Background: an optimization exercise with open tools, aiming at a short achievable clock period and few clock cycles. Do not read the settings as production practice.
Function was checked by simulation only, so behaviour that the tests miss may differ from the original.
Power figures rest on the tool's default switching activity, not on a simulated workload.

===== flow/design.v =====
`timescale 1ns/1ps
package hart_pkg;
  typedef logic [31:0] word_t;
  typedef logic [4:0]  reg_addr_t;
  localparam word_t RESET_ADDR = 32'h0000_0000;
  localparam logic [6:0] OPC_OP     = 7'b0110011;
  localparam logic [6:0] OPC_OP_IMM = 7'b0010011;
  localparam logic [6:0] OPC_LUI    = 7'b0110111;
  localparam logic [6:0] OPC_BRANCH = 7'b1100011;
  localparam word_t EBREAK_INST = 32'h0010_0073;
  localparam int IC_IDX_W = 6;
  localparam int IC_LINES = 1 << IC_IDX_W;
  localparam int IC_TAG_W = 32 - IC_IDX_W - 2;
  localparam int PREFETCH_AHEAD = 40;
endpackage
`timescale 1ns/1ps
module fetch_unit (
  input  logic  i_clk,
  input  logic  i_rst,
  input  hart_pkg::word_t i_imem_dat,
  input  logic  i_imem_ack,
  input  logic  i_redirect,
  input  hart_pkg::word_t i_redirect_pc,
  input  logic  i_halt,
  output logic  o_imem_cyc,
  output logic  o_imem_stb,
  output hart_pkg::word_t o_imem_adr,
  output logic  o_valid,
  output hart_pkg::word_t o_pc,
  output hart_pkg::word_t o_inst,
  output logic  o_pred
);
  localparam int IW = hart_pkg::IC_IDX_W;
  localparam int TW = hart_pkg::IC_TAG_W;
  localparam int NL = hart_pkg::IC_LINES;
  logic            busy_q;
  hart_pkg::word_t adr_q;
  hart_pkg::word_t fptr_q;
  logic            halted_q;
  logic            f_valid_q;
  hart_pkg::word_t f_adr_q;
  hart_pkg::word_t f_data_q;
  logic            c_val [NL];
  logic [TW-1:0]   c_tag [NL];
  hart_pkg::word_t c_data [NL];
  logic            c_pred [NL];
  hart_pkg::word_t c_tgt [NL];
  hart_pkg::word_t pc_q;
  logic            d_valid_q;
  hart_pkg::word_t d_pc_q;
  hart_pkg::word_t d_inst_q;
  logic            d_pred_q;
  assign o_imem_cyc = busy_q;
  assign o_imem_stb = busy_q;
  assign o_imem_adr = adr_q;
  assign o_valid = d_valid_q;
  assign o_pc    = d_pc_q;
  assign o_inst  = d_inst_q;
  assign o_pred  = d_pred_q;
  function automatic logic back_branch(input hart_pkg::word_t w);
    back_branch = (w[6:0] == hart_pkg::OPC_BRANCH) && (w[14:13] == 2'b00) && w[31];
  endfunction
  function automatic hart_pkg::word_t imm_b(input hart_pkg::word_t w);
    imm_b = {{19{w[31]}}, w[31], w[7], w[30:25], w[11:8], 1'b0};
  endfunction
  hart_pkg::word_t f_tgt;
  logic            f_pred;
  assign f_tgt  = f_adr_q + imm_b(f_data_q);
  assign f_pred = back_branch(f_data_q);
  logic [IW-1:0]   pc_idx;
  logic            bus_hit;
  logic            f_hit;
  logic            c_hit;
  logic            hit;
  hart_pkg::word_t word;
  logic            pred;
  hart_pkg::word_t tgt;
  assign pc_idx  = pc_q[IW+1:2];
  assign bus_hit = busy_q && i_imem_ack && (adr_q == pc_q);
  assign f_hit   = f_valid_q && (f_adr_q == pc_q);
  assign c_hit   = c_val[pc_idx] && (c_tag[pc_idx] == pc_q[31:IW+2]);
  assign hit     = bus_hit || f_hit || c_hit;
  always_comb begin
    if (bus_hit) begin
      word = i_imem_dat;
      pred = 1'b0;
      tgt  = f_tgt;
    end else if (f_hit) begin
      word = f_data_q;
      pred = f_pred;
      tgt  = f_tgt;
    end else begin
      word = c_data[pc_idx];
      pred = c_pred[pc_idx];
      tgt  = c_tgt[pc_idx];
    end
  end
  logic issue;
  assign issue = hit && !halted_q && !i_halt;
  always_ff @(posedge i_clk) begin
    if (i_rst) begin
      pc_q      <= hart_pkg::RESET_ADDR;
      d_valid_q <= 1'b0;
    end else if (i_redirect) begin
      pc_q      <= i_redirect_pc;
      d_valid_q <= 1'b0;
    end else begin
      d_valid_q <= issue;
      if (issue) begin
        pc_q <= pred ? tgt : (pc_q + 32'd4);
      end
    end
  end
  always_ff @(posedge i_clk) begin
    d_pc_q   <= pc_q;
    d_inst_q <= word;
    d_pred_q <= pred;
  end
  logic            bus_free;
  logic            need_pc;
  logic [IW-1:0]   ahead;
  logic            may_prefetch;
  assign bus_free     = !busy_q || i_imem_ack;
  assign need_pc      = !hit;
  assign ahead        = fptr_q[IW+1:2] - pc_q[IW+1:2];
  assign may_prefetch = (ahead < IW'(hart_pkg::PREFETCH_AHEAD));
  always_ff @(posedge i_clk) begin
    if (i_rst) begin
      busy_q   <= 1'b0;
      fptr_q   <= hart_pkg::RESET_ADDR;
      halted_q <= 1'b0;
    end else begin
      if (i_halt) halted_q <= 1'b1;
      if (bus_free) begin
        if (halted_q || i_halt || i_redirect) begin
          busy_q <= 1'b0;
        end else if (need_pc) begin
          busy_q <= 1'b1;
          adr_q  <= pc_q;
          fptr_q <= pc_q + 32'd4;
        end else if (may_prefetch) begin
          busy_q <= 1'b1;
          adr_q  <= fptr_q;
          fptr_q <= fptr_q + 32'd4;
        end else begin
          busy_q <= 1'b0;
        end
      end
    end
  end
  always_ff @(posedge i_clk) begin
    if (i_rst) begin
      f_valid_q <= 1'b0;
    end else begin
      f_valid_q <= busy_q && i_imem_ack;
    end
  end
  always_ff @(posedge i_clk) begin
    f_adr_q  <= adr_q;
    f_data_q <= i_imem_dat;
  end
  always_ff @(posedge i_clk) begin
    if (i_rst) begin
      for (int i = 0; i < NL; i++) c_val[i] <= 1'b0;
    end else if (f_valid_q) begin
      c_val[f_adr_q[IW+1:2]] <= 1'b1;
    end
  end
  always_ff @(posedge i_clk) begin
    if (f_valid_q) begin
      c_tag[f_adr_q[IW+1:2]]  <= f_adr_q[31:IW+2];
      c_data[f_adr_q[IW+1:2]] <= f_data_q;
      c_pred[f_adr_q[IW+1:2]] <= f_pred;
      c_tgt[f_adr_q[IW+1:2]]  <= f_tgt;
    end
  end
endmodule
`timescale 1ns/1ps
module reg_file (
  input  logic      i_clk,
  input  logic      i_rst,
  input  hart_pkg::reg_addr_t i_rs1_addr,
  input  hart_pkg::reg_addr_t i_rs2_addr,
  input  logic      i_we,
  input  hart_pkg::reg_addr_t i_waddr,
  input  hart_pkg::word_t     i_wdata,
  output hart_pkg::word_t     o_rs1_data,
  output hart_pkg::word_t     o_rs2_data
);
  hart_pkg::word_t regs [1:31];
  always_ff @(posedge i_clk) begin
    if (i_rst) begin
      for (int i = 1; i < 32; i++) regs[i] <= '0;
    end else if (i_we && (i_waddr != '0)) begin
      regs[i_waddr] <= i_wdata;
    end
  end
  assign o_rs1_data = (i_rs1_addr == '0) ? '0 : regs[i_rs1_addr];
  assign o_rs2_data = (i_rs2_addr == '0) ? '0 : regs[i_rs2_addr];
endmodule
`timescale 1ns/1ps
module decode_unit (
  input  logic      i_clk,
  input  logic      i_rst,
  input  logic      i_valid,
  input  hart_pkg::word_t     i_pc,
  input  hart_pkg::word_t     i_inst,
  input  logic      i_pred,
  input  logic      i_flush,
  input  logic      i_wb_we,
  input  hart_pkg::reg_addr_t i_wb_addr,
  input  hart_pkg::word_t     i_wb_data,
  output logic      o_x_valid,
  output hart_pkg::word_t     o_x_pc,
  output hart_pkg::word_t     o_x_pc4,
  output hart_pkg::word_t     o_x_target,
  output hart_pkg::word_t     o_x_inst,
  output logic      o_x_pred,
  output logic [2:0] o_x_funct3,
  output logic      o_x_alt,
  output logic      o_x_lui,
  output logic      o_x_use_imm,
  output hart_pkg::word_t     o_x_imm,
  output hart_pkg::reg_addr_t o_x_rs1_addr,
  output hart_pkg::reg_addr_t o_x_rs2_addr,
  output hart_pkg::word_t     o_x_rs1_data,
  output hart_pkg::word_t     o_x_rs2_data,
  output logic      o_x_fwd1,
  output logic      o_x_fwd2,
  output hart_pkg::reg_addr_t o_x_rd_addr,
  output logic      o_x_rd_we,
  output logic      o_x_is_branch,
  output logic      o_x_branch_ne,
  output logic      o_x_ebreak
);
  hart_pkg::word_t w;
  logic is_op, is_opimm, is_lui, is_br;
  logic ok_op, ok_opimm;
  hart_pkg::reg_addr_t rs1, rs2, rd;
  logic rd_we;
  hart_pkg::word_t rs1_data, rs2_data;
  assign w = i_inst;
  assign ok_op = (w[31:25] == 7'b0000000) ||
                 ((w[31:25] == 7'b0100000) && ((w[14:12] == 3'b000) || (w[14:12] == 3'b101)));
  assign ok_opimm = (w[14:12] == 3'b001) ? (w[31:25] == 7'b0000000) :
                    (w[14:12] == 3'b101) ? ({w[31], w[29:25]} == 6'b000000) : 1'b1;
  assign is_op    = (w[6:0] == hart_pkg::OPC_OP) && ok_op;
  assign is_opimm = (w[6:0] == hart_pkg::OPC_OP_IMM) && ok_opimm;
  assign is_lui   = (w[6:0] == hart_pkg::OPC_LUI);
  assign is_br    = (w[6:0] == hart_pkg::OPC_BRANCH) && (w[14:13] == 2'b00);
  assign rs1   = (is_op || is_opimm || is_br) ? w[19:15] : 5'd0;
  assign rs2   = (is_op || is_br) ? w[24:20] : 5'd0;
  assign rd    = w[11:7];
  assign rd_we = (is_op || is_opimm || is_lui) && (rd != 5'd0);
  reg_file u_reg_file (
    .i_clk      (i_clk),
    .i_rst      (i_rst),
    .i_rs1_addr (rs1),
    .i_rs2_addr (rs2),
    .i_we       (i_wb_we),
    .i_waddr    (i_wb_addr),
    .i_wdata    (i_wb_data),
    .o_rs1_data (rs1_data),
    .o_rs2_data (rs2_data)
  );
  always_ff @(posedge i_clk) begin
    if (i_rst || i_flush) begin
      o_x_valid     <= 1'b0;
      o_x_rd_we     <= 1'b0;
      o_x_is_branch <= 1'b0;
      o_x_pred      <= 1'b0;
      o_x_ebreak    <= 1'b0;
    end else begin
      o_x_valid     <= i_valid;
      o_x_rd_we     <= i_valid && rd_we;
      o_x_is_branch <= i_valid && is_br;
      o_x_pred      <= i_valid && i_pred;
      o_x_ebreak    <= i_valid && (w == hart_pkg::EBREAK_INST);
    end
  end
  always_ff @(posedge i_clk) begin
    o_x_pc       <= i_pc;
    o_x_pc4      <= i_pc + 32'd4;
    o_x_target   <= i_pc + {{19{w[31]}}, w[31], w[7], w[30:25], w[11:8], 1'b0};
    o_x_inst     <= w;
    o_x_funct3   <= is_lui ? 3'b000 : w[14:12];
    o_x_alt      <= (is_op && w[30]) || (is_opimm && w[30] && (w[14:12] == 3'b101));
    o_x_lui      <= is_lui;
    o_x_use_imm  <= is_opimm || is_lui;
    o_x_imm      <= is_lui ? {w[31:12], 12'b0} : {{20{w[31]}}, w[31:20]};
    o_x_rs1_addr <= rs1;
    o_x_rs2_addr <= rs2;
    o_x_rs1_data <= rs1_data;
    o_x_rs2_data <= rs2_data;
    o_x_fwd1     <= o_x_rd_we && (o_x_rd_addr == rs1);
    o_x_fwd2     <= o_x_rd_we && (o_x_rd_addr == rs2);
    o_x_rd_addr  <= rd;
    o_x_branch_ne <= w[12];
  end
endmodule
`timescale 1ns/1ps
module execute_unit (
  input  logic      i_clk,
  input  logic      i_rst,
  input  logic      i_x_valid,
  input  hart_pkg::word_t     i_x_pc,
  input  hart_pkg::word_t     i_x_pc4,
  input  hart_pkg::word_t     i_x_target,
  input  hart_pkg::word_t     i_x_inst,
  input  logic      i_x_pred,
  input  logic [2:0] i_x_funct3,
  input  logic      i_x_alt,
  input  logic      i_x_lui,
  input  logic      i_x_use_imm,
  input  hart_pkg::word_t     i_x_imm,
  input  hart_pkg::reg_addr_t i_x_rs1_addr,
  input  hart_pkg::reg_addr_t i_x_rs2_addr,
  input  hart_pkg::word_t     i_x_rs1_data,
  input  hart_pkg::word_t     i_x_rs2_data,
  input  logic      i_x_fwd1,
  input  logic      i_x_fwd2,
  input  hart_pkg::reg_addr_t i_x_rd_addr,
  input  logic      i_x_rd_we,
  input  logic      i_x_is_branch,
  input  logic      i_x_branch_ne,
  input  logic      i_x_ebreak,
  output logic      o_redirect,
  output hart_pkg::word_t     o_redirect_pc,
  output logic      o_halt,
  output logic      o_wb_we,
  output hart_pkg::reg_addr_t o_wb_addr,
  output hart_pkg::word_t     o_wb_data,
  output logic      o_retire_valid,
  output hart_pkg::word_t     o_retire_inst,
  output hart_pkg::word_t     o_retire_pc,
  output hart_pkg::word_t     o_retire_next_pc,
  output hart_pkg::reg_addr_t o_retire_rs1_raddr,
  output hart_pkg::reg_addr_t o_retire_rs2_raddr,
  output hart_pkg::word_t     o_retire_rs1_rdata,
  output hart_pkg::word_t     o_retire_rs2_rdata,
  output hart_pkg::reg_addr_t o_retire_rd_waddr,
  output hart_pkg::word_t     o_retire_rd_wdata,
  output logic      o_retire_halt
);
  hart_pkg::word_t op_a, op_b_reg, op_b, alu;
  logic taken;
  logic [4:0] sh;
  logic            w_valid_q;
  logic            w_halt_q;
  hart_pkg::word_t w_inst_q;
  hart_pkg::word_t w_pc_q;
  hart_pkg::word_t w_next_pc_q;
  hart_pkg::reg_addr_t w_rs1_addr_q;
  hart_pkg::reg_addr_t w_rs2_addr_q;
  hart_pkg::word_t w_rs1_data_q;
  hart_pkg::word_t w_rs2_data_q;
  hart_pkg::reg_addr_t w_rd_q;
  hart_pkg::word_t w_data_q;
  assign op_a     = i_x_fwd1 ? w_data_q : i_x_rs1_data;
  assign op_b_reg = i_x_fwd2 ? w_data_q : i_x_rs2_data;
  assign op_b     = i_x_use_imm ? i_x_imm : op_b_reg;
  assign sh       = op_b[4:0];
  always_comb begin
    if (i_x_lui) begin
      alu = op_b;
    end else begin
      case (i_x_funct3)
        3'd0: alu = i_x_alt ? (op_a - op_b) : (op_a + op_b);
        3'd1: alu = op_a << sh;
        3'd2: alu = {31'b0, $signed(op_a) < $signed(op_b)};
        3'd3: alu = {31'b0, op_a < op_b};
        3'd4: alu = op_a ^ op_b;
        3'd5: alu = i_x_alt ? 32'($signed(op_a) >>> sh) : (op_a >> sh);
        3'd6: alu = op_a | op_b;
        default: alu = op_a & op_b;
      endcase
    end
  end
  assign taken = i_x_is_branch && ((op_a == op_b_reg) != i_x_branch_ne);
  assign o_redirect    = i_x_valid && (taken != i_x_pred);
  assign o_redirect_pc = taken ? i_x_target : i_x_pc4;
  assign o_halt        = i_x_valid && i_x_ebreak;
  always_ff @(posedge i_clk) begin
    if (i_rst) begin
      w_valid_q <= 1'b0;
      w_halt_q  <= 1'b0;
      w_rd_q    <= '0;
    end else begin
      w_valid_q <= i_x_valid;
      w_halt_q  <= i_x_valid && i_x_ebreak;
      w_rd_q    <= (i_x_valid && i_x_rd_we) ? i_x_rd_addr : 5'd0;
    end
  end
  always_ff @(posedge i_clk) begin
    w_data_q     <= alu;
    w_inst_q     <= i_x_inst;
    w_pc_q       <= i_x_pc;
    w_next_pc_q  <= taken ? i_x_target : i_x_pc4;
    w_rs1_addr_q <= i_x_rs1_addr;
    w_rs2_addr_q <= i_x_rs2_addr;
    w_rs1_data_q <= op_a;
    w_rs2_data_q <= op_b_reg;
  end
  assign o_wb_we   = i_x_valid && i_x_rd_we;
  assign o_wb_addr = i_x_rd_addr;
  assign o_wb_data = alu;
  assign o_retire_valid     = w_valid_q;
  assign o_retire_inst      = w_inst_q;
  assign o_retire_pc        = w_pc_q;
  assign o_retire_next_pc   = w_next_pc_q;
  assign o_retire_rs1_raddr = w_rs1_addr_q;
  assign o_retire_rs2_raddr = w_rs2_addr_q;
  assign o_retire_rs1_rdata = w_rs1_data_q;
  assign o_retire_rs2_rdata = w_rs2_data_q;
  assign o_retire_rd_waddr  = w_rd_q;
  assign o_retire_rd_wdata  = w_data_q;
  assign o_retire_halt      = w_halt_q;
endmodule
`timescale 1ns/1ps
module hart (
  input  logic      i_clk,
  input  logic      i_rst,
  output logic      o_imem_cyc,
  output logic      o_imem_stb,
  output hart_pkg::word_t     o_imem_adr,
  input  hart_pkg::word_t     i_imem_dat,
  input  logic      i_imem_ack,
  output logic      o_retire_valid,
  output hart_pkg::word_t     o_retire_inst,
  output hart_pkg::word_t     o_retire_pc,
  output hart_pkg::word_t     o_retire_next_pc,
  output hart_pkg::reg_addr_t o_retire_rs1_raddr,
  output hart_pkg::reg_addr_t o_retire_rs2_raddr,
  output hart_pkg::word_t     o_retire_rs1_rdata,
  output hart_pkg::word_t     o_retire_rs2_rdata,
  output hart_pkg::reg_addr_t o_retire_rd_waddr,
  output hart_pkg::word_t     o_retire_rd_wdata,
  output logic      o_retire_halt
);
  logic      fd_valid;
  hart_pkg::word_t     fd_pc;
  hart_pkg::word_t     fd_inst;
  logic      fd_pred;
  logic      redirect;
  hart_pkg::word_t     redirect_pc;
  logic      halt;
  logic      wb_we;
  hart_pkg::reg_addr_t wb_addr;
  hart_pkg::word_t     wb_data;
  logic      x_valid;
  hart_pkg::word_t     x_pc;
  hart_pkg::word_t     x_pc4;
  hart_pkg::word_t     x_target;
  hart_pkg::word_t     x_inst;
  logic      x_pred;
  logic [2:0] x_funct3;
  logic      x_alt;
  logic      x_lui;
  logic      x_use_imm;
  hart_pkg::word_t     x_imm;
  hart_pkg::reg_addr_t x_rs1_addr;
  hart_pkg::reg_addr_t x_rs2_addr;
  hart_pkg::word_t     x_rs1_data;
  hart_pkg::word_t     x_rs2_data;
  logic      x_fwd1;
  logic      x_fwd2;
  hart_pkg::reg_addr_t x_rd_addr;
  logic      x_rd_we;
  logic      x_is_branch;
  logic      x_branch_ne;
  logic      x_ebreak;
  fetch_unit u_fetch (
    .i_clk         (i_clk),
    .i_rst         (i_rst),
    .i_imem_dat    (i_imem_dat),
    .i_imem_ack    (i_imem_ack),
    .i_redirect    (redirect),
    .i_redirect_pc (redirect_pc),
    .i_halt        (halt),
    .o_imem_cyc    (o_imem_cyc),
    .o_imem_stb    (o_imem_stb),
    .o_imem_adr    (o_imem_adr),
    .o_valid       (fd_valid),
    .o_pc          (fd_pc),
    .o_inst        (fd_inst),
    .o_pred        (fd_pred)
  );
  decode_unit u_decode (
    .i_clk        (i_clk),
    .i_rst        (i_rst),
    .i_valid      (fd_valid),
    .i_pc         (fd_pc),
    .i_inst       (fd_inst),
    .i_pred       (fd_pred),
    .i_flush      (redirect || halt),
    .i_wb_we      (wb_we),
    .i_wb_addr    (wb_addr),
    .i_wb_data    (wb_data),
    .o_x_valid    (x_valid),
    .o_x_pc       (x_pc),
    .o_x_pc4      (x_pc4),
    .o_x_target   (x_target),
    .o_x_inst     (x_inst),
    .o_x_pred     (x_pred),
    .o_x_funct3   (x_funct3),
    .o_x_alt      (x_alt),
    .o_x_lui      (x_lui),
    .o_x_use_imm  (x_use_imm),
    .o_x_imm      (x_imm),
    .o_x_rs1_addr (x_rs1_addr),
    .o_x_rs2_addr (x_rs2_addr),
    .o_x_rs1_data (x_rs1_data),
    .o_x_rs2_data (x_rs2_data),
    .o_x_fwd1     (x_fwd1),
    .o_x_fwd2     (x_fwd2),
    .o_x_rd_addr  (x_rd_addr),
    .o_x_rd_we    (x_rd_we),
    .o_x_is_branch (x_is_branch),
    .o_x_branch_ne (x_branch_ne),
    .o_x_ebreak   (x_ebreak)
  );
  execute_unit u_execute (
    .i_clk         (i_clk),
    .i_rst         (i_rst),
    .i_x_valid     (x_valid),
    .i_x_pc        (x_pc),
    .i_x_pc4       (x_pc4),
    .i_x_target    (x_target),
    .i_x_inst      (x_inst),
    .i_x_pred      (x_pred),
    .i_x_funct3    (x_funct3),
    .i_x_alt       (x_alt),
    .i_x_lui       (x_lui),
    .i_x_use_imm   (x_use_imm),
    .i_x_imm       (x_imm),
    .i_x_rs1_addr  (x_rs1_addr),
    .i_x_rs2_addr  (x_rs2_addr),
    .i_x_rs1_data  (x_rs1_data),
    .i_x_rs2_data  (x_rs2_data),
    .i_x_fwd1      (x_fwd1),
    .i_x_fwd2      (x_fwd2),
    .i_x_rd_addr   (x_rd_addr),
    .i_x_rd_we     (x_rd_we),
    .i_x_is_branch (x_is_branch),
    .i_x_branch_ne (x_branch_ne),
    .i_x_ebreak    (x_ebreak),
    .o_redirect    (redirect),
    .o_redirect_pc (redirect_pc),
    .o_halt        (halt),
    .o_wb_we       (wb_we),
    .o_wb_addr     (wb_addr),
    .o_wb_data     (wb_data),
    .o_retire_valid     (o_retire_valid),
    .o_retire_inst      (o_retire_inst),
    .o_retire_pc        (o_retire_pc),
    .o_retire_next_pc   (o_retire_next_pc),
    .o_retire_rs1_raddr (o_retire_rs1_raddr),
    .o_retire_rs2_raddr (o_retire_rs2_raddr),
    .o_retire_rs1_rdata (o_retire_rs1_rdata),
    .o_retire_rs2_rdata (o_retire_rs2_rdata),
    .o_retire_rd_waddr  (o_retire_rd_waddr),
    .o_retire_rd_wdata  (o_retire_rd_wdata),
    .o_retire_halt      (o_retire_halt)
  );
endmodule

===== flow/run.sh =====
#!/bin/bash
# synth_recipe.tcl (not shown) runs the flow's synth.tcl, then flattens the netlist and writes it again
# the make line also repeats each setting of config.mk as NAME=value (left out here)
make -C /OpenROAD-flow-scripts/flow DESIGN_CONFIG=/design/flow/config.mk WORK_HOME=/design/flow/orfs CLKGATE_MAP_FILE= SYNTH_SCRIPT=/design/flow/synth_recipe.tcl finish

===== flow/config.mk =====
export PLATFORM = sky130hd
export DESIGN_NAME = hart
export DESIGN_NICKNAME = hart
export VERILOG_FILES = /design/flow/design.v
export SDC_FILE = /design/flow/constraint.sdc
export NUM_CORES = 4
export LEC_CHECK = 0
export ABC_CLOCK_PERIOD_IN_PS = 3500
export CAP_MARGIN = 20
export CORE_MARGIN = 2
export CORE_UTILIZATION = 40
export PLACE_DENSITY = 0.6
export SETUP_SLACK_MARGIN = 3.5
export SLEW_MARGIN = 20
export TNS_END_PERCENT = 10

===== flow/constraint.sdc =====
create_clock -name core_clock -period 8.0 [get_ports {i_clk}]
set_input_delay 1.6000 -clock core_clock [delete_from_list [all_inputs] [get_ports {i_clk}]]
set_output_delay 1.6000 -clock core_clock [all_outputs]
set_load 0.01 [all_outputs]

==> flow_summary.json <==
{
  "run_status": "no timing/DRC/antenna violations",
  "cts_root_buffer": "sky130_fd_sc_hd__clkbuf_16",
  "path_class": "reg -> reg",
  "yosys_register_bits": 7471,
  "critical_path.most_common_cell": "sky130_fd_sc_hd__buf_4",
  "detail_route.wirelength_mm": 1120,
  "cts-htree-levels": 6,
  "crit_path_cell_trace": "buf_4, buf_12, nand2_1, nor2_1, a22oi_1, o211ai_1, o41ai_1, a21oi_4, or4b_4, nor4_4, buf_4, a21oi_4, buf_4, buf_12, buf_16, or4_4, a2bb2oi_2, a21oi_1",
  "initial_utilization": 0.401,
  "synth.distinct_cells": 98,
  "detail_route.iter0.violations": 32300,
  "critical-path-max-stage-delay_ns": 0.64,
  "ys.warnings.count": 4,
  "layout_commonest_cell": "sky130_fd_sc_hd__edfxtp_1",
  "grt_max_degree": 124,
  "cp.buffers_inverters": 6,
  "cts_inserted_buffers": 760,
  "initial_antenna_violation_count": 97,
  "synth_ff_type": "sky130_fd_sc_hd__edfxtp_1",
  "wl_per_cell_um": 38.1,
  "cells_taking_the_most_area_after_synthesis": "sky130_fd_sc_hd__edfxtp_1 (66%), sky130_fd_sc_hd__mux4_2 (13%), sky130_fd_sc_hd__dfxtp_1 (4.7%), sky130_fd_sc_hd__mux2i_1 (2.1%), sky130_fd_sc_hd__nor2_1 (1.7%)",
  "p_switching_w": 0.0173,
  "clock_tree.buffer_depth": 4,
  "comb_power_share": 0.022,
  "mostFrequentLayoutCells": "sky130_fd_sc_hd__edfxtp_1 (6752), sky130_fd_sc_hd__mux4_2 (1732), sky130_fd_sc_hd__nor2_1 (1287), sky130_fd_sc_hd__nand2_1 (927), sky130_fd_sc_hd__clkbuf_16 (782)",
  "power.sequential.fraction": 0.537,
  "data_required_time_at_the_worst_endpoint_ns": 9.12,
  "fin_crit_ns": 5.03,
  "dp_hpwl_mm": 619,
  "pwr_density_cell_mw_per_mm2": 227,
  "post-route-util": 0.465,
  "setup_repair_after_global_routing_missed_its_margin": "true",
  "post_route_drc_violation_count": 0,
  "timing.critical_path.fanout_max": 10,
  "routabilityCongestion": 0.960,
  "tritoncts_clock_tree": "yes",
  "design.core.area_sq_mm": 0.767,
  "vias_per_cell": 6.41,
  "internal_power_w": 0.0637,
  "synth_top_area_share": 0.659,
  "timing.critical_path.to_type": "register",
  "worst_setup_path_start_kind": "register",
  "fillers": 64500,
  "firstDrtPassIters": 7,
  "die_h_um": 881,
  "min_period_over_period": 0.629,
  "clkLatencyLatePin_ns": 1.20,
  "yosysSeqAreaShare": 0.706,
  "yosysTopAreaCell": "sky130_fd_sc_hd__edfxtp_1",
  "global_route.overflow_total": 0,
  "crit_arrival_ns": 6.15,
  "power.leakage_nw": 113,
  "count_of_pins_over_their_slew_limit": 0,
  "postSynthCellCount": 17800,
  "number_of_global_route_vias_before_repair": 179000,
  "placementRows": 322,
  "route.antenna.remaining_nets": 0,
  "final_total_negative_setup_slack_ns": 0,
  "syn-cell-area_sq_mm": 0.308,
  "post_synth.cell_area_avg_sq_um": 17.3,
  "kind_of_cell_with_the_highest_combined_delay_on_the_critical_path": "simple AND/OR/NAND/NOR gates",
  "setup_viol": 0,
  "ioPinCount": 278,
  "tightestPinTransition_ns": 1.30,
  "grt_first_pass_wirelength_mm": 1500,
  "min-delay-path-class": "reg -> reg",
  "clkSlewWorstSetupHoldPaths_ns": 0.07,
  "fin_skew_ns": 0.117,
  "layout-drive-gt1-share": 0.247,
  "hold_viol": 0,
  "synth_edf_count": 6752,
  "sw_frac_of_total": 0.213,
  "grt_use_total": 0.279,
  "io_buffers": 277,
  "clock_sink_count": 7471,
  "max-vdd-ir-drop_mv": 0.248,
  "die_footprint_sq_mm": 0.776,
  "detailroute.via_count": 189000,
  "drv_cap": 0,
  "synth-async-reset-ratio": 0,
  "critical_path.slowest_cell": "sky130_fd_sc_hd__dfxtp_4",
  "clock_power_share": 0.441,
  "signed_area_change_from_the_synthesized_netlist_to_the_final_layout_pct": 16.1,
  "highest_clock_rate_mhz": 199,
  "cts.hold.buffers_added": 0,
  "slew-limit-headroom": 0.126,
  "nNetsFinal": 18700,
  "die_w_um": 881
}
==> cells in the mapped netlist, types with 222 or more instances <==
cell type	count
sky130_fd_sc_hd__edfxtp_1	6752
sky130_fd_sc_hd__mux4_2	1732
sky130_fd_sc_hd__nor2_1	1368
sky130_fd_sc_hd__nand2_1	950
sky130_fd_sc_hd__clkbuf_1	874
sky130_fd_sc_hd__dfxtp_1	719
sky130_fd_sc_hd__mux2i_1	647
sky130_fd_sc_hd__o21ai_0	554
sky130_fd_sc_hd__a21oi_1	491
sky130_fd_sc_hd__mux2_2	394
sky130_fd_sc_hd__a211oi_1	304
sky130_fd_sc_hd__nor3_1	268
sky130_fd_sc_hd__buf_2	222
==> flip-flops by register name, summed over array words and instances (netlist names), 64 cells and up, named ones only <==
register,flops
u_fetch.c_tgt,2048
u_fetch.c_pred,64
u_fetch.c_data,2048
u_fetch.c_tag,1536
u_fetch.c_val,64
u_decode.u_reg_file.regs,1024
==> worst register-to-register path, delay by kind of cell (launching register included) <==
family                 cells  cell delay (ns)
AO/OA/AOI/OAI              7             1.27
buffers and inverters      6             1.04
flip-flops                 1             0.64
AND/OR/NAND/NOR            5             2.02
==> per-layer routing <==
| layer | vias to the layer above | track usage | part of all wire |
|---|---|---|---|
| met4 | 26 | 0.135 | 0.059 |
| met1 | 99400 | 0.382 | 0.37 |
| met2 | 13900 | 0.419 | 0.44 |
| met3 | 2623 | 0.0696 | 0.12 |
| li1 | 72800 | - | - |
| met5 | - | 0.000246 | 0.00016 |
==> cell type report <==
type / instances / area (sq um) / area share
Timing Repair Buffer: 1212 / 13200 / 0.0369
Timing Repair inverter: 7 / 61.3 / 0.000172
Multi-Input combinational cell: 8865 / 87800 / 0.246
Antenna cell: 82 / 205 / 0.000575
Clock inverter: 397 / 3990 / 0.0112
Inverter: 212 / 955 / 0.00267
Tap cell: 10200 / 12800 / 0.0358
Clock buffer: 1018 / 20800 / 0.0584
Sequential cell: 7471 / 217000 / 0.609
==> timing repair <==
| item | 4_1_cts | 5_1_grt |
|---|---|---|
| resized for setup | 480 | 130 |
| cloned | 44 | 12 |
| pin swaps | 76 | 28 |
| setup endpoints to repair | 2125 | 1427 |
| setup buffers | 152 | 30 |
| hold endpoints to repair | 0 | 0 |
==> through the flow <==
step | worst slack, ns | area, sq um | total power, W | hold WS [ns] | std cells
3_3_place_gp | 1.35 | 326000 | 0.0459 | 0.313 | 27700
4_1_cts | 3.25 | 356000 | 0.0811 | 0.296 | 29300
5_1_grt | 2.98 | 357000 | 0.0828 | 0.328 | 29400
6_report | 2.97 | 357000 | 0.0809 | 0.298 | 29500
2_1_floorplan | 2.53 | 308000 | 0.0451 | 0.310 | 17800
3_5_place_dp | 1.42 | 326000 | 0.0460 | 0.312 | 27700
==> logic make-up (layout without fill, tap and decap cells) <==
| group | Yosys count | in the layout | synth area share |
|---|---|---|---|
| xor+xnor | 306 | 306 | 0.00871 |
| flops | 7471 | 7471 | 0.706 |
| other cells | 1 | 114 | 0.0000122 |
| simple gates | 3225 | 3228 | 0.0454 |
| mux | 2773 | 2773 | 0.162 |
| fa+ha+maj | 168 | 168 | 0.00693 |
| buf+inv | 1477 | 2846 | 0.0198 |
| compound gates | 2355 | 2358 | 0.0509 |
==> path summary, 6_finish.rpt <==
| check | slack [ns] | depth (start not counted) | start | to |
|---|---|---|---|---|
| hold reg to reg | 0.30 | 0 | u_decode.o_x_inst[4] | u_execute.w_inst_q[4] |
| setup reg to reg | 2.97 | 18 | register | u_fetch.fptr_q[16] |
| setup / recovery | 2.97 | 18 | register | u_fetch.fptr_q[16] |
| hold / removal | 0.30 | 0 | u_decode.o_x_inst[4] | u_execute.w_inst_q[4] |
==> power groups by stage <==
stage | Clock (W) | Sequential (W) | Combinational (W)
6_report | 0.0357 | 0.0434 | 0.00181
5_1_grt | 0.0375 | 0.0434 | 0.00190
4_1_cts | 0.0359 | 0.0434 | 0.00175
3_5_place_dp | 0 | 0.0443 | 0.00170
3_3_place_gp | 0 | 0.0443 | 0.00164
2_1_floorplan | 0 | 0.0443 | 0.000772
Testbench counts, summed over its fixed seeds: cycles 61,394.

-- what the ideal ports hide --
The results above use ideal ports. As a check the final layout listed here was re-extracted and re-timed, cells and wires unchanged.
Step 1 sets driving cells, clkbuf_16 on the clock port and buf_2 on the other inputs (assumed; they add their load-dependent delay and slew).
Step 2 moves the port delays by t, midway between the first and last clock arrival at a register: inputs arrive t later, outputs are due t later. That takes back most of the time a late clock gives input paths.
a / b / c = ideal ports / drivers / drivers and shift; a / b = the first two.
t, ns: 1.286
setup WS [ns]: 2.971 / 2.971 / 2.280
hold slack, ns: 0.298 / 0.298 / 0.298
worst register clock-pin slew, ns: 0.07 / 0.07
worst slew at a driven data input, ns: 0.24
After both steps setup and hold are still met in this run. For this run, drivers alone change the setup slack by 0.000 ns; drivers and shift together by -0.691 ns.
